Background: an optimization exercise with open tools, aiming at small area and a short achievable clock period. Do not read the settings as production practice.
At most, simulation tests tie the RTL to the original design; equivalence was not proved.
No functional check of the RTL was part of runs 1, 5 and 6.

File: design.v
package mdu_pkg;
    typedef enum logic [2:0] {
        OP_MULT  = 3'd0,
        OP_MULTU = 3'd1,
        OP_DIV   = 3'd2,
        OP_DIVU  = 3'd3,
        OP_MTHI  = 3'd4,
        OP_MTLO  = 3'd5,
        OP_NONE  = 3'd7
    } mdu_op_e;
    localparam int DEF_MULT_CYCLES = 5;
    localparam int DEF_DIV_CYCLES  = 10;
endpackage
module mdu_arith
#(
    parameter int LO   = 0,
    parameter int HI   = 35,
    parameter int MOFF = 0,
    parameter int DOFF = 3,
    parameter int TOP  = 35,    
    parameter int F    = 6,     
    parameter int BLK  = 7      
) (
    input  logic [HI:LO] x,
    input  logic [32:0]  m,
    input  logic         one,
    input  logic         two,
    input  logic         dv,
    input  logic         neg,
    output logic [HI:LO] s
);
    localparam int W  = HI - LO + 1;
    localparam int T  = HI - LO;                   
    localparam int NB = (T - F + BLK) / BLK;       
    logic [W-1:0] xv, yv, sv, gv, tv;
    logic [W:0]   c;
    logic [NB:0]  cb;                              
    function automatic logic mbit(input logic [32:0] v, input int i);
        if (i < 0)       mbit = 1'b0;
        else if (i > 32) mbit = v[32];
        else             mbit = v[i];
    endfunction
    assign xv = x;
    assign s  = sv;
    for (genvar f = LO; f <= HI; f++) begin : g_op
        assign yv[f-LO] = neg ^ ((one & mbit(m, f - MOFF)) | (two & mbit(m, f - MOFF - 1)) |
                                 (dv & mbit(m, f - DOFF)));
    end
    assign gv = xv & yv;
    assign tv = xv | yv;
    for (genvar b = 0; b < NB - 1; b++) begin : g_blk
        localparam int B0 = F + b * BLK;
        localparam int B1 = B0 + BLK - 1;
        logic gb, pb;
        always_comb begin
            gb = 1'b0;
            pb = 1'b1;
            for (int i = B0; i <= B1; i++) begin
                gb = gv[i] | (tv[i] & gb);
                pb = pb & tv[i];
            end
        end
        assign cb[b+1] = gb | (pb & cb[b]);
    end
    assign c[0] = neg;
    if (F == 0) begin : g_f0
        assign cb[0] = neg;
    end
    for (genvar i = 0; i < W; i++) begin : g_fa
        assign sv[i] = xv[i] ^ (yv[i] ^ c[i]);
        if (i + 1 >= F && i + 1 < F + NB * BLK && i + 1 <= T && ((i + 1 - F) % BLK) == 0) begin : g_cb
            if (i + 1 == F) begin : g_first
                assign cb[0] = (xv[i] & yv[i]) | (xv[i] & c[i]) | (yv[i] & c[i]);
            end
            assign c[i+1] = cb[(i + 1 - F) / BLK];
        end else begin : g_c
            assign c[i+1] = (xv[i] & yv[i]) | (xv[i] & c[i]) | (yv[i] & c[i]);
        end
    end
endmodule
module mdu_ctrl
(
    input  logic        clk,
    input  logic        reset,
    input  logic        start,
    input  logic [2:0]  op,
    input  logic        we,
    input  logic [31:0] in1,
    input  logic [31:0] in2,
    output logic        busy,
    output logic [31:0] hi,
    output logic [31:0] lo
);
    logic        busy_q;      
    logic        idle_q;      
    logic [3:0]  cnt_q;
    logic [31:0] hi_q, lo_q;
    logic        mul_q;       
    logic        sgn_q;       
    logic        aux_q;       
    logic [31:0] a_q;         
    logic [36:0] x_q;         
    logic [31:0] d_q;         
    localparam int BLK = 11;
    localparam int F1  = 2;
    localparam int F2  = 10;
    localparam int F3  = 10;
    localparam int F4  = 10;
    logic [32:0] m;
    logic        sb;
    logic        first, last;
    logic [35:0] x1, s1;      
    logic [36:2] x2, s2;      
    logic [38:1] x3, s3;      
    logic [40:0] x4, s4;      
    logic        one1, one2, one3, one4;
    logic        two1, two2, two3, two4;
    logic        dv1, dv2, dv3, dv4;
    logic        neg1, neg2, neg3, neg4;
    logic        g1, g2, g3, g4;    
    logic        accept;
    logic        commit;
    logic [2:0]  hsel, lsel;      
    logic        div0;
    logic        nq, nr;
    logic [31:0] a_neg;
    logic [31:0] r_fix;
    logic [31:0] r_res;
    assign m     = {sgn_q & d_q[31], d_q};
    assign sb    = sgn_q & d_q[31];
    assign first = (cnt_q == 4'd0);
    assign last  = mul_q ? (cnt_q == 4'd4) : (cnt_q == 4'd9);
    function automatic logic [2:0] booth(input logic b2, input logic b1, input logic b0);
        booth = {b1 ^ b0, (b2 & ~b1 & ~b0) | (~b2 & b1 & b0), b2 & ~(b1 & b0)};
    endfunction
    assign x1 = {x_q[35:4], mul_q ? x_q[3:0] : a_q[31:28]};
    assign x2 = {s1[35], s1[35:2]};
    assign x3 = {{2{s2[36]}}, s2[36:2], s1[1]};
    assign x4 = {{2{s3[38]}}, s3[38:1], s1[0]};
    assign g1 = ~s1[35];
    assign g2 = ~s2[34];
    assign g3 = ~s3[33];
    assign g4 = ~s4[32];
    always_comb begin
        {one1, two1, dv1, neg1} = 4'b0000;
        {one2, two2, dv2, neg2} = 4'b0000;
        {one3, two3, dv3, neg3} = 4'b0000;
        {one4, two4, dv4, neg4} = 4'b0000;
        if (mul_q) begin
            if (last) begin
                one1 = ~sgn_q & aux_q;
            end else begin
                {one1, two1, neg1} = booth(a_q[1], a_q[0], aux_q);
                {one2, two2, neg2} = booth(a_q[3], a_q[2], a_q[1]);
                {one3, two3, neg3} = booth(a_q[5], a_q[4], a_q[3]);
                {one4, two4, neg4} = booth(a_q[7], a_q[6], a_q[5]);
            end
        end else begin
            if (last) begin
                one3 = x_q[36];
                neg3 = sb;
            end else begin
                dv1 = 1'b1; neg1 = ~x_q[36] ^ sb;
                dv2 = 1'b1; neg2 = g1 ^ sb;
                dv3 = 1'b1; neg3 = g2 ^ sb;
                dv4 = 1'b1; neg4 = g3 ^ sb;
            end
        end
    end
    mdu_arith #(.LO(0), .HI(35), .MOFF(0), .DOFF(3), .TOP(35), .F(F1), .BLK(BLK)) u_s1 (.x(x1), .m(m), .one(one1), .two(two1), .dv(dv1), .neg(neg1), .s(s1));
    mdu_arith #(.LO(2), .HI(36), .MOFF(2), .DOFF(2), .TOP(34), .F(F2), .BLK(BLK)) u_s2 (.x(x2), .m(m), .one(one2), .two(two2), .dv(dv2), .neg(neg2), .s(s2));
    mdu_arith #(.LO(1), .HI(38), .MOFF(4), .DOFF(1), .TOP(33), .F(F3), .BLK(BLK)) u_s3 (.x(x3), .m(m), .one(one3), .two(two3), .dv(dv3), .neg(neg3), .s(s3));
    mdu_arith #(.LO(0), .HI(40), .MOFF(6), .DOFF(0), .TOP(32), .F(F4), .BLK(BLK)) u_s4 (.x(x4), .m(m), .one(one4), .two(two4), .dv(dv4), .neg(neg4), .s(s4));
    function automatic logic [31:0] cneg(input logic [31:0] v, input logic n);
        logic t;
        t = 1'b0;
        for (int i = 0; i < 32; i++) begin
            cneg[i] = v[i] ^ t;
            t = t | (n & v[i]);
        end
    endfunction
    assign nq    = first ? (sgn_q & a_q[31]) : (!mul_q && (aux_q ^ sb));
    assign a_neg = cneg(a_q, nq);
    assign nr    = !mul_q && aux_q;
    assign r_fix = cneg(s3[35:4], nr);
    assign r_res = mul_q ? {s3[31:1], s1[0]} : r_fix;
    mdu_wdec u_wdec (
        .idle   (idle_q),
        .commit (commit),
        .start  (start),
        .op     (op),
        .we     (we),
        .hsel   (hsel),
        .lsel   (lsel)
    );
    assign accept = idle_q && start && (op[2] == 1'b0);
    assign div0   = !mul_q && (d_q == 32'd0);
    assign commit = !idle_q && last && !div0;
    always_ff @(posedge clk or posedge reset) begin
        if (reset) begin
            busy_q <= 1'b0;
            idle_q <= 1'b1;
            hi_q   <= 32'd0;
            lo_q   <= 32'd0;
        end else begin
            if (!idle_q) begin
                busy_q <= !last;
                idle_q <= last;
            end else begin
                busy_q <= accept;
                idle_q <= !accept;
            end
            hi_q <= ({32{hsel[2]}} & in1) | ({32{hsel[1]}} & r_res) | ({32{hsel[0]}} & hi_q);
            lo_q <= ({32{lsel[2]}} & in1) | ({32{lsel[1]}} & a_neg) | ({32{lsel[0]}} & lo_q);
        end
    end
    always_ff @(posedge clk) begin
        cnt_q <= idle_q ? 4'd0 : cnt_q + 4'd1;
    end
    always_ff @(posedge clk) begin
        if (idle_q) begin
            mul_q <= !op[1];
            sgn_q <= !op[0];
            aux_q <= 1'b0;
            a_q   <= in1;
            x_q   <= 37'd0;
            d_q   <= in2;
        end else if (mul_q) begin
            aux_q <= a_q[7];
            a_q  <= {s4[7:0], a_q[31:8]};
            x_q  <= {{4{s4[40]}}, s4[40:8]};
        end else if (first) begin
            aux_q <= sgn_q & a_q[31];
            a_q  <= a_neg;
        end else begin
            a_q  <= {a_q[27:0], g1, g2, g3, g4};
            x_q  <= {s4[32:0], 4'd0};
        end
    end
    assign busy = busy_q;
    assign hi   = hi_q;
    assign lo   = lo_q;
endmodule
module mdu_wdec
(
    input  logic       idle,
    input  logic       commit,
    input  logic       start,
    input  logic [2:0] op,
    input  logic       we,
    output logic [2:0] hsel,
    output logic [2:0] lsel
);
    logic wr_hi, wr_lo;
    assign wr_hi = idle && !start && we && (op == mdu_pkg::OP_MTHI);
    assign wr_lo = idle && !start && we && (op == mdu_pkg::OP_MTLO);
    assign hsel = {wr_hi, commit, !wr_hi && !commit};
    assign lsel = {wr_lo, commit, !wr_lo && !commit};
endmodule
File: flow/run.sh
#!/bin/bash
# The standard layout (standard.sh, the ORFS flow), with these changes:
#  - synthesis: ABC's area script is replaced by flow/abc_area.script (&nf
#    mapping, no ABC buffering; the placer buffers). The ORFS scripts folder
#    is mirrored here with links so that only abc_area.script differs.
#  - synthesis: module mdu_wdec (the MTHI/MTLO select decode of the control
#    inputs) is kept apart while ABC maps, so that this short path from the
#    inputs is mapped on its own; the netlist is flattened afterwards as usual.
#  - placement: every port still gets a buffer, the smallest plain one (buf_1).
#  - CTS: no dummy loads.
# Each tool's output is in standard.log and in orfs/logs.
set -e
mkdir -p scripts
for f in "$FLOW_HOME"/scripts/*; do ln -sf "$f" scripts/; done
rm -f scripts/abc_area.script
cp flow/abc_area.script scripts/abc_area.script
export BUFFER_PORTS_ARGS="-buffer_cell sky130_fd_sc_hd__buf_1"
bash standard.sh SCRIPTS_DIR="$PWD/scripts" SYNTH_KEEP_MODULES=mdu_wdec \
  CTS_ARGS="-sink_clustering_enable -repair_clock_nets -dont_use_dummy_load" \
  finish > standard.log 2>&1
File: flow/abc_area.script
strash
&get -n
&dch
&nf -R 20
&put
topo
stime -c
upsize -c
dnsize -c
File: standard.sh
#!/bin/bash
# synth_recipe.tcl (not shown) runs the flow's synth.tcl, then flattens the netlist and writes it again
# the make line also repeats each setting of config.mk as NAME=value (left out here)
make -C /OpenROAD-flow-scripts/flow DESIGN_CONFIG=/design/flow/config.mk WORK_HOME=/design/flow/orfs CLKGATE_MAP_FILE= SYNTH_SCRIPT=/design/flow/synth_recipe.tcl "${@:-finish}"
File: config.mk
export PLATFORM = sky130hd
export DESIGN_NAME = mdu_ctrl
export DESIGN_NICKNAME = mdu_ctrl
export VERILOG_FILES = /design/flow/design.v
export SDC_FILE = /design/flow/constraint.sdc
export NUM_CORES = 4
export LEC_CHECK = 0
export ABC_AREA = 1
export CAP_MARGIN = 20
export CORE_MARGIN = 2
export CORE_UTILIZATION = 40
export SLEW_MARGIN = 30
File: constraint.sdc
create_clock -name core_clock -period 150.0 [get_ports {clk}]
set_input_delay 30.0000 -clock core_clock [delete_from_list [all_inputs] [get_ports {clk}]]
set_output_delay 30.0000 -clock core_clock [all_outputs]
set_load 0.01 [all_outputs]
==> qor.txt, run 1 <==
Status - no timing/DRC/antenna violations
Root buf cell - clkbuf_16
Max Root-Sink Buffers - 2
Worst reg2reg path depth - 97
Peak Freq - 32.2 MHz
Number of port buffers - 135
Sequential share of the synthesized area - 26.4%
Clock Sink Count - 174
Initial DRT Pass Iterations - 10
Worst skew pair latency - 460 ps
Drt drc - 0
Cell Area, Synth - 15800 µm²
Final period utilization - 20.7%
Register area - 4170 µm²
Most frequent cells after synthesis - clkinv_1 (189), nand2_1 (175), xnor2_1 (171)
Slew @ Worst Pin - 993 ps
Relative slew slack - 33.4%
Critical Path End Type - register
Drt wl/cell - 23.1 µm
Num CTS Buffers - 17
Area contributors post-synth - fa_1 (17%), dfrtp_1 (10%), xnor2_1 (9.5%)
DP HPWL - 40000 µm
Avg Inst Size Synth - 9.37 µm²
Cell taking the most area after synthesis - fa_1
Crit path required time - 150330 ps
Crit path launch - start
Multi-input gate area - 10900 µm²
Die area - 41000 µm²
Worst path bufs/invs - 2
Post-route setup slack - 118960 ps
Worst-path cell chain - buf_1 -> and3b_1 -> and4_2 -> a222oi_1 -> clkinv_1
First-pass GRT wire length - 85500 µm
R2r startpoint - mul_q
Ys flop type - dfxtp_1
Post-CTS Setup Bufs - 0
CP max-delay cell - and4_2
Area Overhead vs Synth - 12.0%
Critical Path Fanout Max - 32
Post_cts resized - 0
Final setup fails - 0
Post-synth cell types - 71
FF-to-FF End - x_q[23]
Reg2Reg Setup Slack - 120890 ps
Drt via density - 6.17
Max incr delay on CP - 470 ps
Final Hold Viols - 0
Final slew viol count - 0
Die Height - 202 µm
Drt total wl - 55100 µm
Critical Path Stages - 5
Area of the core - 38700 µm²
Overflow after GRT - 0
Share of layout cells above drive strength 1 - 4.35%
Min Clock Period, post-route - 31040 ps
Setup total negative slack - 0 ps
Worst Setup Path Type - input pin to register
Largest net degree at the start of global routing - 87
Final nets - 2073
Die Wd - 202 µm
Layout fillers - 3866
Clock Pin Slew Worst Setup and Hold Paths - 70 ps
Worst path top cell family by delay - simple AND/OR/NAND/NOR gates
Post-synth top area share - 16.9%
Via count - 14689
Total track usage - 27.0%
Worst hold path type - register to register
Number of max-cap violations - 0
GPL Wtd Cong - 0.902
Fraction of registers with async set/reset - 37.9%
Syn nets - 1892
Clock skew - 17.7 ps
Top Ports - 136
Post-route ant nets - 0
Final Util - 45.5%
WP data arrival - 31370 ps
End of the critical path - lo_q[18]
# rows - 72
CTS tree - done
Drt initial violations - 1625
EDFF count, synth - 35
Synthesis-stage register bit count - 174
RSZ-0062 raised after global routing - false
Diodes inserted - 0
Initial antenna violation count - 0
CP Launch Type - input pin
# H-tree levels - 4
Place WS - 118520 ps
Starting Density - 40.7%
Count leader, synth - clkinv_1
Vias in the first global route - 14195
Ys Warns - 5
Cts hold-fix bufs - 0
Worst hold path stage count - 2
Cells after Synth - 1682
## cells by family (layout without fill, tap and decap cells)
group           count (synthesis)  after routing  synth area share, %
compound gates                610            610                 28.7
buf+inv                       194            373                 4.72
mux                             4              4                0.254
simple gates                  330            330                 9.44
xor+xnor                      230            230                 13.0
fa+ha+maj                     140            140                 17.4
flops                         174            174                 26.4
## placed cells by master (no fill, tap or decap), types with 35 or more instances in the layout
cell	instances
dfxtp_1	73
edfxtp_1	35
fa_1	133
buf_1	135
a22oi_1	126
xor2_1	54
a221oi_1	44
a222oi_1	62
nand2_1	174
xnor2_1	171
clkinv_1	188
dfrtp_1	65
a21oi_1	140
nor2_1	62
o21ai_0	43
## metrics by stage
step | cell area (µm²) | hold WS (ps) | std cells
2_1_floorplan | 15800 | 425 | 1682
3_3_place_gp | 17200 | 435 | 2361
3_5_place_dp | 17200 | 443 | 2361
4_1_cts | 17600 | 453 | 2378
5_1_grt | 17600 | 470 | 2379
6_report | 17600 | 457 | 2379
## modules after synthesis, one instance, submodules excluded
| module | cells | copies in the design | flops+latches |
|---|---|---|---|
| mdu_ctrl | 1671 | 1 | 174 |
| mdu_wdec | 11 | 1 | 0 |
## worst register-to-register path: cells and delay by family, from the launching register on
kind | cells | cell delay [ps]
AND/OR/NAND/NOR | 8 | 1400
buffers and inverters | 7 | 2980
XOR/XNOR | 6 | 1840
AO/OA/AOI/OAI | 35 | 6200
multiplexers | 1 | 230
flip-flops | 1 | 330
adder cells (fa/ha/maj) | 40 | 16000
## registers in the layout, indices dropped and copies added, names as in the netlist
signal / flops
busy_q: 1
aux_q: 1
sgn_q: 1
lo_q: 32
d_q: 32
mul_q: 1
cnt_q: 4
a_q: 32
idle_q: 1
hi_q: 32
x_q: 37
## area by class of cell
cell class,count,area share (%)
Multi-Input combinational cell,1314,61.9
Timing Repair Buffer,166,4.30
Inverter,190,4.04
Sequential cell,174,23.6
Tap cell,518,3.67
Clock buffer,17,2.41
## worst min-delay path by stage
stage / start / to / slack, ps
floorplan: x_q[0] / x_q[0] / 420
global placement: x_q[2] / x_q[2] / 440
detailed placement: x_q[1] / x_q[1] / 440
CTS: x_q[1] / x_q[1] / 450
global route: x_q[1] / x_q[1] / 470
finish: x_q[1] / x_q[1] / 460
## layer usage
layer / track usage [%] / wire length, µm
met1: 37.3 / 23600
met5: 0 / 0
met2: 41.1 / 24400
met4: 11.8 / 2120
met3: 5.55 / 4920
==> run 2, diff against run 1 <==
--- a/design.v
+++ b/design.v
@@ -97,7 +97,8 @@
     logic [31:0] hi_q, lo_q;
     logic        mul_q;       
     logic        sgn_q;       
-    logic        aux_q;       
+    logic        sa_q;        
+    logic        bp_q;        
     logic [31:0] a_q;         
     logic [36:0] x_q;         
     logic [31:0] d_q;         
@@ -120,12 +121,12 @@
     logic        g1, g2, g3, g4;    
     logic        accept;
     logic        commit;
-    logic [2:0]  hsel, lsel;      
+    logic [3:0]  hsel;            
+    logic [2:0]  lsel;            
     logic        div0;
     logic        nq, nr;
     logic [31:0] a_neg;
     logic [31:0] r_fix;
-    logic [31:0] r_res;
     assign m     = {sgn_q & d_q[31], d_q};
     assign sb    = sgn_q & d_q[31];
     assign first = (cnt_q == 4'd0);
@@ -133,7 +134,7 @@
     function automatic logic [2:0] booth(input logic b2, input logic b1, input logic b0);
         booth = {b1 ^ b0, (b2 & ~b1 & ~b0) | (~b2 & b1 & b0), b2 & ~(b1 & b0)};
     endfunction
-    assign x1 = {x_q[35:4], mul_q ? x_q[3:0] : a_q[31:28]};
+    assign x1 = {x_q[35:4], (mul_q || first) ? x_q[3:0] : a_q[31:28]};
     assign x2 = {s1[35], s1[35:2]};
     assign x3 = {{2{s2[36]}}, s2[36:2], s1[1]};
     assign x4 = {{2{s3[38]}}, s3[38:1], s1[0]};
@@ -148,15 +149,16 @@
         {one4, two4, dv4, neg4} = 4'b0000;
         if (mul_q) begin
             if (last) begin
-                one1 = ~sgn_q & aux_q;
+                one1 = ~sgn_q & bp_q;
             end else begin
-                {one1, two1, neg1} = booth(a_q[1], a_q[0], aux_q);
+                {one1, two1, neg1} = booth(a_q[1], a_q[0], bp_q);
                 {one2, two2, neg2} = booth(a_q[3], a_q[2], a_q[1]);
                 {one3, two3, neg3} = booth(a_q[5], a_q[4], a_q[3]);
                 {one4, two4, neg4} = booth(a_q[7], a_q[6], a_q[5]);
             end
         end else begin
-            if (last) begin
+            if (first) begin
+            end else if (last) begin
                 one3 = x_q[36];
                 neg3 = sb;
             end else begin
@@ -179,14 +181,14 @@
             t = t | (n & v[i]);
         end
     endfunction
-    assign nq    = first ? (sgn_q & a_q[31]) : (!mul_q && (aux_q ^ sb));
+    assign nq    = first ? (sgn_q & a_q[31]) : (!mul_q && (sa_q ^ sb));
     assign a_neg = cneg(a_q, nq);
-    assign nr    = !mul_q && aux_q;
+    assign nr    = !mul_q && sa_q;
     assign r_fix = cneg(s3[35:4], nr);
-    assign r_res = mul_q ? {s3[31:1], s1[0]} : r_fix;
     mdu_wdec u_wdec (
         .idle   (idle_q),
         .commit (commit),
+        .mul    (mul_q),
         .start  (start),
         .op     (op),
         .we     (we),
@@ -210,28 +212,29 @@
                 busy_q <= accept;
                 idle_q <= !accept;
             end
-            hi_q <= ({32{hsel[2]}} & in1) | ({32{hsel[1]}} & r_res) | ({32{hsel[0]}} & hi_q);
+            hi_q <= ({32{hsel[3]}} & in1) | ({32{hsel[2]}} & {s3[31:1], s1[0]}) |
+                    ({32{hsel[1]}} & r_fix) | ({32{hsel[0]}} & hi_q);
             lo_q <= ({32{lsel[2]}} & in1) | ({32{lsel[1]}} & a_neg) | ({32{lsel[0]}} & lo_q);
         end
     end
     always_ff @(posedge clk) begin
         cnt_q <= idle_q ? 4'd0 : cnt_q + 4'd1;
+        bp_q  <= idle_q ? 1'b0 : a_q[7];     
     end
     always_ff @(posedge clk) begin
         if (idle_q) begin
             mul_q <= !op[1];
             sgn_q <= !op[0];
-            aux_q <= 1'b0;
             a_q   <= in1;
             x_q   <= 37'd0;
             d_q   <= in2;
         end else if (mul_q) begin
-            aux_q <= a_q[7];
             a_q  <= {s4[7:0], a_q[31:8]};
             x_q  <= {{4{s4[40]}}, s4[40:8]};
         end else if (first) begin
-            aux_q <= sgn_q & a_q[31];
+            sa_q <= sgn_q & a_q[31];
             a_q  <= a_neg;
+            x_q  <= {s4[32:0], 4'd0};
         end else begin
             a_q  <= {a_q[27:0], g1, g2, g3, g4};
             x_q  <= {s4[32:0], 4'd0};
@@ -245,15 +248,16 @@
 (
     input  logic       idle,
     input  logic       commit,
+    input  logic       mul,
     input  logic       start,
     input  logic [2:0] op,
     input  logic       we,
-    output logic [2:0] hsel,
+    output logic [3:0] hsel,
     output logic [2:0] lsel
 );
     logic wr_hi, wr_lo;
     assign wr_hi = idle && !start && we && (op == mdu_pkg::OP_MTHI);
     assign wr_lo = idle && !start && we && (op == mdu_pkg::OP_MTLO);
-    assign hsel = {wr_hi, commit, !wr_hi && !commit};
+    assign hsel = {wr_hi, commit && mul, commit && !mul, !wr_hi && !commit};
     assign lsel = {wr_lo, commit, !wr_lo && !commit};
 endmodule
--- a/config.mk
+++ b/config.mk
@@ -9,4 +9,4 @@
 export CAP_MARGIN = 20
 export CORE_MARGIN = 2
 export CORE_UTILIZATION = 40
-export SLEW_MARGIN = 30
+export SLEW_MARGIN = 20
==> run 2 against run 1 <==
Net effect:
- fmax shrank 0.22%
- critical endpoint is now hi[19]
- wire length is 0.22% lower
- via count down 4.6%
- die area fell by 4.2%
- highest routed layer unchanged
- global-route usage grew 1.3 points
- still clean on timing, DRC and antenna
- cell area shrank 4.5%
- area after synthesis decreased by 4.3%
- sequential share of layout area grew 1.3 points
- count of clock-buffer cells in the layout did not move
- final cell count fell by 6.8%
==> qor.txt, run 2 <==
CP Launch Type - register
Root buf cell - clkbuf_16
Clock Sink Count - 175
Number of max-cap violations - 0
Cell taking the most area after synthesis - fa_1
Synthesis-stage register bit count - 175
Final slew viol count - 0
Drt via density - 6.32
Total track usage - 28.3%
Initial DRT Pass Iterations - 8
Cells after Synth - 1533
Worst hold path type - register to register
Area of the core - 37400 µm²
Slew @ Worst Pin - 973 ps
Max Root-Sink Buffers - 2
Worst-path cell chain - buf_1
Avg Inst Size Synth - 9.84 µm²
Area contributors post-synth - fa_1 (18%), dfrtp_1 (11%), dfxtp_1 (9.7%)
GPL Wtd Cong - 0.925
Final nets - 1919
Die area - 39300 µm²
Largest net degree at the start of global routing - 67
Post-synth cell types - 74
Die Height - 198 µm
EDFF count, synth - 36
Diodes inserted - 0
RSZ-0062 raised after global routing - false
Max incr delay on CP - 440 ps
Die Wd - 198 µm
Post-CTS Setup Bufs - 0
Biggest register - x_q
Critical Path End Type - primary output
Worst Setup Path Type - register to primary output
Count leader, synth - clkinv_1
Starting Density - 40.3%
Final Hold Viols - 0
Clock Pin Slew Worst Setup and Hold Paths - 70 ps
Post-synth top area share - 17.7%
Share of layout cells above drive strength 1 - 4.22%
# H-tree levels - 4
Final period utilization - 20.7%
Worst path bufs/invs - 1
Fraction of registers with async set/reset - 37.7%
Initial antenna violation count - 1
Ys flop type - dfxtp_1
Clock skew - 18.6 ps
Cts hold-fix bufs - 0
Setup total negative slack - 0 ps
# rows - 71
Worst skew pair latency - 460 ps
Post-route ant nets - 0
Relative slew slack - 35.1%
CTS tree - done
Final Util - 45.1%
Worst path top cell family by delay - flip-flops
Final setup fails - 0
Ys Warns - 5
Drt drc - 0
Critical Path Fanout Max - 2
Drt wl/cell - 24.8 µm
Top Ports - 136
Status - no timing/DRC/antenna violations
Number of port buffers - 135
Drt initial violations - 1947
Num CTS Buffers - 17
Via count - 14018
Sequential share of the synthesized area - 27.8%
Syn nets - 1743
Most frequent cells after synthesis - clkinv_1 (164), xnor2_1 (135), fa_1 (133)
Most frequent cells in the layout - clkinv_1 (163), xnor2_1 (135), buf_1 (135)
CP max-delay cell - dfrtp_1
Max reg flops - 37
WP data arrival - 1110 ps
Vias in the first global route - 13665
DP HPWL - 40900 µm
Drt total wl - 54900 µm
Cell Area, Synth - 15100 µm²
Post_cts resized - 0
Peak Freq - 32.1 MHz
First-pass GRT wire length - 84000 µm
Min Clock Period, post-route - 31110 ps
Overflow after GRT - 0
Most common cell after layout, fill and taps aside - clkinv_1
Area Overhead vs Synth - 11.7%
Crit path required time - 120000 ps
run 2: cell count changes after synthesis, moves of 15 or more:
cell and change:
a221oi_1 +16, a222oi_1 +33, a22o_1 +15, xnor2_1 -36, nor2_1 +20, a221o_1 -27
o21ai_0 +54, a22oi_1 -39, clkinv_1 -25, nand2_1 -77, xor2_1 +32, o211ai_1 -29
a21oi_1 -91
run 2: cells by family (layout without fill, tap and decap cells):
group	Yosys count	in the layout	synth area share [%]
XOR/XNOR	224	224	13.2
multiplexers	8	8	0.572
buffers and inverters	169	343	4.28
AND/OR/NAND/NOR	281	281	8.73
flip-flops	175	175	27.8
adder cells (fa/ha/maj)	140	140	18.2
AO/OA/AOI/OAI	536	536	27.2
run 2: cell type report:
cell class	count	area (µm²)
Fill cell	3683	20500
Clock buffer	17	425
Inverter	166	623
Sequential cell	175	4200
Multi-Input combinational cell	1189	10300
Tap cell	511	639
Timing Repair Buffer	160	694
run 2: through the flow:
stage                     area, µm²  std cells  setup slack (ps)  hold slack, ps
after detailed placement      16400       2201            118100             457
after floorplan               15100       1533            118090             442
after global routing          16900       2218            118800             512
final                         16900       2218            118890             478
after CTS                     16900       2218            118550             475
after global placement        16400       2201            118180             463
run 2: per-module statistics from Yosys, one instance, submodules excluded:
module	times used	cell area [µm²]
mdu_ctrl	1	15000
mdu_wdec	1	81.3
run 2: layer usage:
layer	vias up	wire [µm]	global-route usage, %
li1	6148	-	-
met1	7006	22800	38.6
met2	757	25400	44.6
met3	107	4900	5.01
met4	0	1870	10.9
met5	-	0	0
run 2: worst paths after layout:
| check | endpoint | from | cells after the start | slack [ps] |
|---|---|---|---|---|
| setup / recovery | hi[19] | hi_q[19] | 1 | 118890 |
| hold / removal | lo_q[11] | lo_q[11] | 2 | 480 |
| setup reg to reg | x_q[22] | cnt_q[0] | 91 | 120630 |
| hold reg to reg | lo_q[11] | lo_q[11] | 2 | 480 |
| max in group asynchronous | hi_q[3] | reset | 3 | 119640 |
| min in group asynchronous | hi_q[26] | reset | 3 | 29790 |
==> run 3, diff against run 2 <==
--- a/config.mk
+++ b/config.mk
@@ -9,4 +9,4 @@
 export CAP_MARGIN = 20
 export CORE_MARGIN = 2
 export CORE_UTILIZATION = 40
-export SLEW_MARGIN = 20
+export SLEW_MARGIN = 30
==> run 3 against run 2 <==
Net effect:
- cell area hardly changed
- still clean
- critical path type unchanged
- sequential share of layout area hardly changed
- first-iteration DRC count is 2.9% lower
- largest cell class unchanged
- utilization hardly changed
==> qor.txt, run 3 <==
Mux cell area share after synthesis - 0.572%
GPL Wtd Cong - 0.925
Drt initial violations - 1891
Final period utilization - 20.7%
Most frequent cells in the layout - clkinv_1 (163), xnor2_1 (135), buf_1 (135)
Count leader, synth - clkinv_1
Most common cell after layout, fill and taps aside - clkinv_1
Crit path required time - 120000 ps
Worst Setup Path Type - register to primary output
Fraction of registers with async set/reset - 37.7%
Root buf cell - clkbuf_16
Drt drc - 0
Ys flop type - dfxtp_1
Worst path top cell family by delay - flip-flops
Min Clock Period, post-route - 31110 ps
Top Ports - 136
Via count - 13957
Diodes inserted - 0
Relative slew slack - 32.9%
Synthesis-stage register bit count - 175
Synth Area in Compound Gates - 27.2%
Number of max-cap violations - 0
Avg Inst Size Synth - 9.84 µm²
Die area - 39300 µm²
Biggest register - x_q
Worst path bufs/invs - 1
Starting Density - 40.3%
Setup total negative slack - 0 ps
Initial antenna violation count - 0
Post-synth cell types - 74
CP Launch Type - register
Post-route setup slack - 118890 ps
Syn nets - 1743
Fin area - 16900 µm²
Worst hold path type - register to register
Clock Sink Count - 175
Ys Warns - 5
Place WS - 118480 ps
Overflow after GRT - 0
Clock Pin Slew Worst Setup and Hold Paths - 70 ps
WP data arrival - 1110 ps
DP HPWL - 40900 µm
Final nets - 1919
Post-CTS Setup Bufs - 0
Final slew viol count - 0
Status - no timing/DRC/antenna violations
Peak Freq - 32.1 MHz
Die Height - 198 µm
Post-route ant nets - 0
Drt wl/cell - 24.8 µm
Number of port buffers - 135
Post-Synth Simple-Gate Area - 8.73%
Total track usage - 28.4%
Max Root-Sink Buffers - 2
Placed cell areas - 16400 µm²
# rows - 71
Critical Path End Type - primary output
# H-tree levels - 4
Area contributors post-synth - fa_1 (18%), dfrtp_1 (11%), dfxtp_1 (9.7%)
Area of the core - 37400 µm²
Critical Path Fanout Max - 2
XOR/XNOR share of the synthesized area - 13.2%
RSZ-0062 raised after global routing - false
Final Hold Viols - 0
Drt via density - 6.29
Max reg flops - 37
Most frequent cells after synthesis - clkinv_1 (164), xnor2_1 (135), fa_1 (133)
Sequential share of the synthesized area - 27.8%
Cell Area, Synth - 15100 µm²
Post-synth top area share - 17.7%
Num CTS Buffers - 17
Cell taking the most area after synthesis - fa_1
CP max-delay cell - dfrtp_1
Die Wd - 198 µm
Drt total wl - 55000 µm
Worst-path cell chain - buf_1
Area Overhead vs Synth - 11.8%
Largest net degree at the start of global routing - 67
Largest family of logic cells by synthesized area - compound AO/OA/AOI/OAI gates
Worst skew pair latency - 470 ps
Vias in the first global route - 13650
Cells after Synth - 1533
Cts hold-fix bufs - 0
EDFF count, synth - 36
Initial DRT Pass Iterations - 9
Final setup fails - 0
Adder-cell share of the synthesized area - 18.2%
Share of layout cells above drive strength 1 - 4.22%
First-pass GRT wire length - 84600 µm
Slew @ Worst Pin - 1000 ps
Post_cts resized - 0
CTS tree - done
Max incr delay on CP - 430 ps
Clock skew - 20.3 ps
run 3: through the flow:
step                cells  util (%)  hold WS (ps)
detailed placement   2201      43.9           462
floorplan            1533         -           442
finish               2218      45.1           480
global route         2218      45.1           510
global placement     2201      43.9           463
CTS                  2218      45.1           480
run 3: path summary, 6_finish.rpt:
check	slack (ps)	cells after the start	startpoint	endpoint
setup / recovery	118890	1	hi_q[19]	hi[19]
hold / removal	480	2	lo_q[11]	lo_q[11]
setup reg to reg	120570	91	cnt_q[0]	x_q[22]
hold reg to reg	480	2	lo_q[11]	lo_q[11]
max in group asynchronous	119860	3	reset	hi_q[3]
min in group asynchronous	29680	3	reset	hi_q[22]
run 3: worst min-delay path, cell delays in order, from the launching register on:
cell and delay (ps):
dfrtp_1 350, a21oi_1 70, clkinv_1 30
run 3: final cells by class:
type                       instances  area (µm²)
fill                            3696       20500
multi-input combinational       1189       10300
sequential                       175        4200
timing repair buffer             160         698
tap                              511         639
inverter                         166         623
clock buffer                      17         425
run 3: per-layer routing:
layer	global-route usage (%)	up-vias	wire, µm
li1	-	6156	-
met1	39.3	6978	23000
met2	45.0	735	25700
met3	4.84	88	4870
met4	9.83	0	1440
met5	0	-	0
run 3: cells by family after synthesis:
group                    Yosys count
XOR/XNOR                         224
AO/OA/AOI/OAI                    536
AND/OR/NAND/NOR                  281
buffers and inverters            169
adder cells (fa/ha/maj)          140
multiplexers                       8
flip-flops                       175
run 3: modules after synthesis, one instance, submodules excluded:
module / times used / cell area, µm² / cells
mdu_ctrl: 1 / 15000 / 1521
mdu_wdec: 1 / 81.3 / 12
==> run 4, diff against run 3 <==
--- a/flow/run.sh
+++ b/flow/run.sh
@@ -6,6 +6,8 @@
 #  - synthesis: module mdu_wdec (the MTHI/MTLO select decode of the control
 #    inputs) is kept apart while ABC maps, so that this short path from the
 #    inputs is mapped on its own; the netlist is flattened afterwards as usual.
+#  - synthesis: no ABC pass inside yosys synth (-noabc), so full adders are
+#    extracted from the RTL's own gate structure.
 #  - placement: every port still gets a buffer, the smallest plain one (buf_1).
 #  - CTS: no dummy loads.
 # Each tool's output is in standard.log and in orfs/logs.
@@ -15,6 +17,6 @@
 rm -f scripts/abc_area.script
 cp flow/abc_area.script scripts/abc_area.script
 export BUFFER_PORTS_ARGS="-buffer_cell sky130_fd_sc_hd__buf_1"
-bash standard.sh SCRIPTS_DIR="$PWD/scripts" SYNTH_KEEP_MODULES=mdu_wdec \
+bash standard.sh SCRIPTS_DIR="$PWD/scripts" SYNTH_KEEP_MODULES=mdu_wdec SYNTH_ARGS=-noabc \
   CTS_ARGS="-sink_clustering_enable -repair_clock_nets -dont_use_dummy_load" \
   finish > standard.log 2>&1
==> run 4 against run 3 <==
Net effect:
- still clean on timing, DRC and antenna
- count of clock-buffer cells in the layout unchanged
- worst hold slack got worse by 11 ps
- register-to-register slack got worse by 2100 ps
- final cell count shrank 6.9%
- area after synthesis shrank 2.7%
==> qor.txt, run 4 <==
Status - no timing/DRC/antenna violations
Mux cell area share after synthesis - 0%
CP Launch Type - register
Most frequent cells after synthesis - fa_1 (137), nand2_1 (137), a222oi_1 (129)
R2r startpoint - mul_q
Area of the core - 36300 µm²
WP data arrival - 31830 ps
Initial antenna violation count - 0
Cell Area, Synth - 14700 µm²
Max Root-Sink Buffers - 2
Area contributors post-synth - fa_1 (19%), dfrtp_1 (11%), dfxtp_1 (10%)
RSZ-0062 raised after global routing - false
Via count - 13594
XOR/XNOR share of the synthesized area - 13.0%
Max incr delay on CP - 830 ps
Peak Freq - 31.7 MHz
Place WS - 118470 ps
Setup total negative slack - 0 ps
Worst skew pair latency - 470 ps
Clock skew - 38.9 ps
FF-to-FF End - x_q[35]
Worst Setup Path Type - register to register
Num CTS Buffers - 17
Hold slack - 469 ps
Post-route setup slack - 118500 ps
Ys Warns - 5
Synthesis-stage register bit count - 175
Initial DRT Pass Iterations - 17
Post-synth cell types - 65
Post-synth top area share - 18.7%
Number of max-cap violations - 0
Final nets - 1818
Post-route ant nets - 0
Starting Density - 40.4%
Worst path bufs/invs - 9
Reg2Reg Setup Slack - 118500 ps
Final Hold Viols - 0
Die area - 38200 µm²
Drt via density - 6.58
Largest net degree at the start of global routing - 82
Worst Hold End - hi_q[3]
Post-CTS Setup Bufs - 0
Clock Pin Slew Worst Setup and Hold Paths - 70 ps
GPL Wtd Cong - 0.962
Layout fillers - 3474
Drt total wl - 52400 µm
Synth Area in Compound Gates - 27.3%
Fraction of registers with async set/reset - 37.7%
Adder-cell share of the synthesized area - 19.7%
Biggest register - x_q
DP HPWL - 38500 µm
Cell taking the most area after synthesis - fa_1
Final slew viol count - 0
Crit path required time - 150330 ps
Final Util - 45.3%
Worst path top cell family by delay - adder cells
Die Height - 196 µm
Max reg flops - 37
Final setup fails - 0
Largest family of logic cells by synthesized area - compound AO/OA/AOI/OAI gates
Critical Path Fanout Max - 41
Top Ports - 136
First-pass GRT wire length - 80800 µm
Total track usage - 27.5%
Worst hold path type - register to register
Most frequent cells in the layout - nand2_1 (137), fa_1 (137), buf_1 (135)
Cts hold-fix bufs - 0
Overflow after GRT - 0
Root buf cell - clkbuf_16
Min Clock Period, post-route - 31500 ps
Number of port buffers - 135
Drt drc - 0
Final period utilization - 21.0%
Syn nets - 1641
Worst hold path stage count - 2
Critical Path End Type - register
Diodes inserted - 0
Die Wd - 196 µm
Worst reg2reg path depth - 97
Share of layout cells above drive strength 1 - 4.44%
Post_cts resized - 0
CTS tree - done
Drt wl/cell - 25.3 µm
Sequential share of the synthesized area - 28.6%
Cells after Synth - 1423
Critical Path Stages - 97
Clock Sink Count - 175
Relative slew slack - 31.9%
Ys flop type - dfxtp_1
Drt initial violations - 2208
Area Overhead vs Synth - 12.3%
Post-Synth Simple-Gate Area - 9.71%
Hold_sp - hi_q[3]
CP max-delay cell - edfxtp_1
# H-tree levels - 4
Slew @ Worst Pin - 1020 ps
Avg Inst Size Synth - 10.3 µm²
CP most frequent cell - fa_1
Vias in the first global route - 13118
# rows - 70
EDFF count, synth - 36
==> run 4: changes by cell type in the layout (fill, tap and decap cells not counted), sizes merged, moves of 7 or more <==
cell,before,now
nor2,84,70
a221oi,61,54
and3,15,3
nand2,99,137
o21ai,103,84
a222oi,95,129
xnor2,136,124
a22oi,87,58
a21oi,53,46
o22a,1,13
clkinv,163,61
==> run 4: worst max path at each step <==
stage          slack (ps)  endpoint   from
2_1_floorplan      117420   x_q[22]  mul_q
3_3_place_gp       118420  hi_q[24]  start
3_5_place_dp       118470  hi_q[31]  start
4_1_cts            118570   x_q[35]  mul_q
5_1_grt            116890   x_q[35]  mul_q
6_report           118500   x_q[35]  mul_q
==> run 4: final cells by class <==
type	count	area [µm²]	share of cell area [%]
Multi-Input combinational cell	1182	10300	62.6
Sequential cell	175	4200	25.5
Timing Repair Buffer	161	713	4.33
Tap cell	468	586	3.55
Clock buffer	17	425	2.58
Inverter	63	236	1.44
==> run 4: worst reg2reg max path, delay by kind of cell (launching register included) <==
kind,cells,cell delay (ps)
compound gates,24,4070
xor+xnor,5,950
fa+ha+maj,49,21340
buf+inv,9,2620
flops,1,830
simple gates,10,1540
==> run 4: per-module statistics from Yosys, one instance, submodules excluded <==
| module | flops+latches | area (µm²) |
|---|---|---|
| mdu_ctrl | 175 | 14600 |
| mdu_wdec | 0 | 81.3 |
==> run 4: through the flow <==
step,cell area [µm²],cells
final,16500,2066
after global routing,16500,2066
after CTS,16500,2066
after detailed placement,16000,2049
after global placement,16000,2048
after floorplan,14700,1423
==> run 4: layer usage <==
metal / part of all wire (%) / up-vias / wire, µm / track usage [%]
met5: 0 / - / 0 / 0
met4: 3.2 / 0 / 1680 / 9.64
met3: 8.4 / 102 / 4400 / 5.51
met2: 47 / 677 / 24600 / 43.3
met1: 41 / 6887 / 21700 / 37.9
li1: - / 5928 / - / -
==> run 4: logic make-up (layout without fill, tap and decap cells) <==
family,Yosys count,in the layout
fa+ha+maj,149,149
simple gates,310,310
flops,175,175
xor+xnor,216,216
compound gates,507,507
buf+inv,66,241
==> run 5, diff against run 4 <==
--- a/design.v
+++ b/design.v
@@ -102,11 +102,11 @@
     logic [31:0] a_q;         
     logic [36:0] x_q;         
     logic [31:0] d_q;         
-    localparam int BLK = 11;
-    localparam int F1  = 2;
-    localparam int F2  = 10;
-    localparam int F3  = 10;
-    localparam int F4  = 10;
+    localparam int BLK = 7;
+    localparam int F1  = 7;
+    localparam int F2  = 4;
+    localparam int F3  = 4;
+    localparam int F4  = 4;
     logic [32:0] m;
     logic        sb;
     logic        first, last;
==> run 5 against run 4 <==
Net effect:
- critical endpoint is now lo_q[20]
- via count up 2.9%
- clock skew down 6.6 ps
- still clean on timing, DRC and antenna
- count of clock-buffer cells in the layout unchanged
- flip-flop and latch count unchanged
==> qor.txt, run 5 <==
Worst-path cell chain - buf_1 -> and3b_1 -> and4_2 -> a22oi_1 -> o21a_1 -> clkinv_1
Clock Pin Slew Worst Setup and Hold Paths - 60 ps
Cells after DPL - 2182
Area contributors post-synth - fa_1 (17%), dfrtp_1 (11%), xnor2_1 (10%)
Slew @ Worst Pin - 1010 ps
Post-synth cell types - 69
First-pass GRT wire length - 82700 µm
RSZ-0062 raised after global routing - false
Drt total wl - 54000 µm
FF-to-FF End - x_q[30]
Most common cell after layout, fill and taps aside - xnor2_1
Critical Path Fanout Max - 32
# H-tree levels - 4
WP data arrival - 31490 ps
Number of port buffers - 135
Drt wl/cell - 24.6 µm
Mux cell area share after synthesis - 0%
Reg2Reg Setup Slack - 120830 ps
Max reg flops - 37
Worst path top cell family by delay - simple AND/OR/NAND/NOR gates
Avg Inst Size Synth - 9.97 µm²
Crit path launch - start
Cell Area, Synth - 15000 µm²
Post-synth top area share - 17.2%
Area of the core - 37400 µm²
Drt initial violations - 2248
Clock Sink Count - 175
Overflow after GRT - 0
R2r startpoint - d_q[31]
Most frequent cells after synthesis - xnor2_1 (180), nand2_1 (165), fa_1 (129)
Final nets - 1900
Root buf cell - clkbuf_16
Initial DRT Pass Iterations - 12
Adder-cell share of the synthesized area - 18.4%
Total track usage - 27.8%
Synth Area in Compound Gates - 28.0%
Drt via density - 6.36
End of the critical path - lo_q[20]
Final slew viol count - 0
Clock skew - 32.3 ps
GPL Wtd Cong - 0.916
Hold slack - 473 ps
CP max-delay cell - and4_2
Vias in the first global route - 13351
Peak Freq - 32.1 MHz
Setup total negative slack - 0 ps
Worst reg2reg path depth - 97
Fin area - 16900 µm²
Area Overhead vs Synth - 12.3%
Via count - 13988
Count leader, synth - xnor2_1
Starting Density - 40.2%
Non-Filler Instances - 2200
Post_cts resized - 0
Most frequent cells in the layout - xnor2_1 (180), nand2_1 (165), buf_1 (135)
Status - no timing/DRC/antenna violations
Drt drc - 0
Critical Path End Type - register
Num CTS Buffers - 17
Syn nets - 1719
Post-Synth Simple-Gate Area - 10.6%
Critical Path Stages - 6
Max incr delay on CP - 720 ps
CTS tree - done
Worst hold path type - register to register
Fraction of registers with async set/reset - 37.7%
Number of max-cap violations - 0
Die Wd - 198 µm
Relative slew slack - 32.0%
Max Root-Sink Buffers - 2
Worst Setup Path Type - input pin to register
XOR/XNOR share of the synthesized area - 13.3%
Crit path required time - 150380 ps
Sequential share of the synthesized area - 27.9%
Ys flop type - dfxtp_1
Placed cell areas - 16500 µm²
Die Height - 198 µm
Final Hold Viols - 0
Worst path bufs/invs - 2
Largest family of logic cells by synthesized area - compound AO/OA/AOI/OAI gates
Worst skew pair latency - 460 ps
Final period utilization - 20.7%
Synthesis-stage register bit count - 175
Cells after Synth - 1509
# rows - 71
Biggest register - x_q
Ys Warns - 5
Share of layout cells above drive strength 1 - 4.32%
Min Clock Period, post-route - 31110 ps
Top Ports - 136
Cts hold-fix bufs - 0
Largest net degree at the start of global routing - 67
Cell taking the most area after synthesis - fa_1
Post-CTS Setup Bufs - 0
Initial antenna violation count - 0
Final setup fails - 0
DP HPWL - 39800 µm
CP Launch Type - input pin
EDFF count, synth - 36
Die area - 39200 µm²
Post-route ant nets - 0
run 5: cell count changes after synthesis, sizes merged, moves of 8 or more:
cell / delta
xor2: -48
a222oi: -22
a22oi: +23
a21oi: +16
o21ai: +24
nand2: +28
xnor2: +57
fa: -8
run 5: per-stage QoR:
stage	worst slack (ps)	util (%)
3_5_place_dp	118460	44.0
6_report	118890	45.2
2_1_floorplan	118080	-
3_3_place_gp	118100	44.0
4_1_cts	118900	45.2
5_1_grt	118790	45.2
run 5: worst min-delay path by stage:
stage,depth (start not counted),to,start
floorplan,2,a_q[11],a_q[7]
global placement,2,hi_q[10],hi_q[10]
detailed placement,2,hi_q[12],hi_q[12]
CTS,2,hi_q[12],hi_q[12]
global route,2,hi_q[10],hi_q[10]
finish,2,hi_q[12],hi_q[12]
run 5: layout make-up:
type,count,area (µm²)
multi-input combinational,1265,10600
fill,3665,20500
inverter,66,260
tap,511,639
antenna,1,2.50
sequential,175,4200
clock buffer,17,425
timing repair buffer,165,736
run 5: per-module statistics from Yosys, one instance, submodules excluded:
| module | times used | flip-flops and latches | cells | area (µm²) |
|---|---|---|---|---|
| mdu_ctrl | 1 | 175 | 1497 | 15000 |
| mdu_wdec | 1 | 0 | 12 | 81.3 |
run 5: kinds of logic (layout without fill, tap and decap cells):
kind of cell | Yosys count | in the layout
adders and majority gates | 145 | 145
buffers and inverters | 69 | 248
DFF | 175 | 175
other | 0 | 1
and+or+nand+nor | 346 | 346
xor gates and xnor gates | 226 | 226
AOI/OAI and AO/OA | 548 | 548
run 5: tightest hold or removal path, stage by stage (launching register included):
cell	delay [ps]
dfrtp_1	340
nand2_1	50
nand2_1	50
run 5: per-layer routing:
| metal | GRT usage [%] | vias to the layer above | wire length (µm) |
|---|---|---|---|
| met5 | 0 | - | 0 |
| met4 | 6.77 | 0 | 1020 |
| met3 | 4.51 | 61 | 4670 |
| met2 | 44.0 | 660 | 25000 |
| met1 | 39.7 | 7058 | 23400 |
| li1 | - | 6209 | - |
==> run 6, diff against run 5 <==
--- a/flow/run.sh
+++ b/flow/run.sh
@@ -6,8 +6,6 @@
 #  - synthesis: module mdu_wdec (the MTHI/MTLO select decode of the control
 #    inputs) is kept apart while ABC maps, so that this short path from the
 #    inputs is mapped on its own; the netlist is flattened afterwards as usual.
-#  - synthesis: no ABC pass inside yosys synth (-noabc), so full adders are
-#    extracted from the RTL's own gate structure.
 #  - placement: every port still gets a buffer, the smallest plain one (buf_1).
 #  - CTS: no dummy loads.
 # Each tool's output is in standard.log and in orfs/logs.
@@ -17,6 +15,6 @@
 rm -f scripts/abc_area.script
 cp flow/abc_area.script scripts/abc_area.script
 export BUFFER_PORTS_ARGS="-buffer_cell sky130_fd_sc_hd__buf_1"
-bash standard.sh SCRIPTS_DIR="$PWD/scripts" SYNTH_KEEP_MODULES=mdu_wdec SYNTH_ARGS=-noabc \
+bash standard.sh SCRIPTS_DIR="$PWD/scripts" SYNTH_KEEP_MODULES=mdu_wdec \
   CTS_ARGS="-sink_clustering_enable -repair_clock_nets -dont_use_dummy_load" \
   finish > standard.log 2>&1
==> run 6 against run 5 <==
Net effect:
- non-clock buffer count shrank 5
- first-iteration DRC count shrank 24%
- sequential share of layout area shrank 0.39 points
- die area grew 1.8%
- cell area grew 1.6%
- global-route usage shrank 0.73 points
- wire length shrank 2.0%
- area after synthesis grew 1.9%
- synthesized cell count grew 5.0%
- critical endpoint is now hi_q[25]
- largest cell class unchanged
==> qor.txt, run 6 <==
Status - no timing/DRC/antenna violations
Post-CTS Setup Bufs - 0
Overflow after GRT - 0
Final nets - 1963
Setup total negative slack - 0 ps
Final setup fails - 0
Area Overhead vs Synth - 12.0%
Vias in the first global route - 13691
Worst hold path type - register to register
Worst path top cell family by delay - simple AND/OR/NAND/NOR gates
Syn nets - 1787
M1 WL - 22700 µm
Number of max-cap violations - 0
Die Wd - 200 µm
Drt total wl - 52900 µm
# H-tree levels - 4
Via count - 14100
Final Util - 45.6%
Fraction of registers with async set/reset - 37.7%
DR WL met2 - 24000 µm
Post-route ant nets - 0
Post-synth cell types - 84
Max Root-Sink Buffers - 2
GPL Wtd Cong - 0.929
# rows - 71
Final period utilization - 20.7%
Peak Freq - 32.2 MHz
Multi-input gate area - 10500 µm²
Final Hold Viols - 0
Crit path required time - 150350 ps
Post-synth top area share - 16.3%
Largest net degree at the start of global routing - 80
Cells after Synth - 1585
Min Clock Period, post-route - 31070 ps
Worst path bufs/invs - 1
Cell Area, Synth - 15300 µm²
Critical Path End Type - register
Ys Warns - 5
Max reg flops - 37
Synthesis-stage register bit count - 175
Biggest register - x_q
Slew @ Worst Pin - 992 ps
Max incr delay on CP - 670 ps
Drt initial violations - 1702
Clock Sink Count - 175
Initial antenna violation count - 0
CP max-delay cell - and3_2
Metal3 WL - 4640 µm
DP HPWL - 39500 µm
Layout fillers - 3674
CP Launch Type - input pin
Most frequent cells in the layout - clkinv_1 (170), buf_1 (135), xnor2_1 (130)
Die Height - 200 µm
Diodes inserted - 0
Uppermost layer routed - met4
Worst Setup Path Type - input pin to register
Post_cts resized - 0
Num CTS Buffers - 17
Share of layout cells above drive strength 1 - 4.95%
Root buf cell - clkbuf_16
Drt via density - 6.21
Top Ports - 136
RSZ-0062 raised after global routing - false
Critical Path Fanout Max - 32
Area contributors post-synth - fa_1 (16%), dfrtp_1 (11%), dfxtp_1 (9.5%)
Cells after DPL - 2251
Most common cell after layout, fill and taps aside - clkinv_1
Die area - 39900 µm²
Drt drc - 0
Clock Pin Slew Worst Setup and Hold Paths - 70 ps
WP data arrival - 31430 ps
Non-Filler Instances - 2270
Ys flop type - dfxtp_1
Area of the core - 37700 µm²
Most frequent cells after synthesis - clkinv_1 (171), xnor2_1 (130), fa_1 (125)
EDFF count, synth - 36
Count leader, synth - clkinv_1
Cell taking the most area after synthesis - fa_1
First-pass GRT wire length - 82200 µm
Cts hold-fix bufs - 0
Drt wl/cell - 23.3 µm
Starting Density - 40.7%
Worst-path cell chain - buf_1 -> and3b_1 -> and3_2 -> a222oi_1 -> o21ai_0
Relative slew slack - 33.4%
Total track usage - 27.1%
Clock skew - 26.5 ps
Register area - 4200 µm²
Number of port buffers - 135
Avg Inst Size Synth - 9.67 µm²
Initial DRT Pass Iterations - 8
CTS tree - done
Worst skew pair latency - 460 ps
Final slew viol count - 0
Sequential share of the synthesized area - 27.4%
## run 6: changes by cell type in the layout (fill, tap and decap cells not counted), sizes merged, moves of 24 or more
cell    change
clkinv    +105
nand2      -57
nor2       +24
o22ai      +25
xnor2      -50
xor2       +62
## run 6: layer usage
| layer | global-route usage, % | vias to the layer above |
|---|---|---|
| li1 | - | 6336 |
| met1 | 37.6 | 6968 |
| met2 | 42.7 | 717 |
| met3 | 4.59 | 79 |
| met4 | 9.49 | 0 |
| met5 | 0 | - |
## run 6: final cells by class
type	instances	area share (%)
Multi-Input combinational cell	1232	61.2
Inverter	175	3.91
Tap cell	511	3.72
Sequential cell	175	24.5
Clock buffer	17	2.48
Timing Repair Buffer	160	4.23
## run 6: per-stage QoR
stage,setup slack [ps],area [µm²],hold slack [ps]
after detailed placement,118500,16700,464
after CTS,118930,17100,479
final,118930,17200,475
after global routing,118810,17200,496
after floorplan,118080,15300,468
after global placement,118130,16700,460
## run 6: worst register-to-register path, delay by kind of cell (launching register included)
kind	cells	cell delay, ps
adder cells (fa/ha/maj)	28	10770
AO/OA/AOI/OAI	46	8540
AND/OR/NAND/NOR	12	2490
multiplexers	1	330
flip-flops	1	820
XOR/XNOR	7	1520
buffers and inverters	7	2200
## run 6: kinds of logic (layout without fill, tap and decap cells)
logic type | count (synthesis) | after routing | synth area share (%)
AOI/OAI and AO/OA | 549 | 549 | 27.5
xor gates and xnor gates | 237 | 237 | 13.7
adders and majority gates | 136 | 136 | 17.1
buffers and inverters | 178 | 352 | 4.52
DFF | 175 | 175 | 27.4
muxes | 7 | 7 | 0.498
and+or+nand+nor | 303 | 303 | 9.22
## run 6: worst paths after layout
check / startpoint / end / slack [ps] / cells past startpoint
setup / recovery: start / hi_q[25] / 118930 / 5
hold / removal: lo_q[14] / lo_q[14] / 470 / 2
setup reg to reg: mul_q / x_q[30] / 123200 / 101
hold reg to reg: lo_q[14] / lo_q[14] / 470 / 2
max in group asynchronous: reset / idle_q / 119890 / 4
min in group asynchronous: reset / lo_q[24] / 29540 / 3
## run 6: per-module statistics from Yosys (local to each module, per instance)
module    copies in the design  area (µm²)
mdu_wdec                     1        81.3
mdu_ctrl                     1       15200

==> what the ideal ports hide <==
How much do the figures lean on ideal ports? The routed layouts below were timed once more, with nothing changed but the port constraints.
Step 1 assumes that a clkbuf_16 drives the clock port and a buf_2 every other input.
Step 2 times the ports against the registers' clock, not the clock port: input delays grow and output delays shrink by t, the midpoint of the rising clock arrivals with the driver on.
a / b / c = no drivers / after step 1 / after step 2; a / b = the first two.
run	t, ns	setup slack, ns	hold WS [ns]	latest minus earliest clock arrival (ns)
run 1	0.510	118.959 / 118.918 / 118.482	0.457 / 0.457 / 0.457	0.017 / 0.018
run 2	0.505	118.891 / 118.835 / 118.460	0.478 / 0.478 / 0.478	0.019 / 0.018
run 3	0.514	118.885 / 118.827 / 118.446	0.480 / 0.480 / 0.480	0.020 / 0.020
run 4	0.499	118.502 / 118.502 / 118.469	0.469 / 0.469 / 0.469	0.039 / 0.039
run 5	0.503	118.893 / 118.859 / 118.426	0.473 / 0.473 / 0.473	0.033 / 0.032
run 6	0.510	118.927 / 118.873 / 118.455	0.475 / 0.475 / 0.475	0.027 / 0.027
After both steps every run listed still meets setup and hold. For run 1, which loses most, drivers alone change the setup slack by -0.041 ns; drivers and shift together by -0.477 ns.
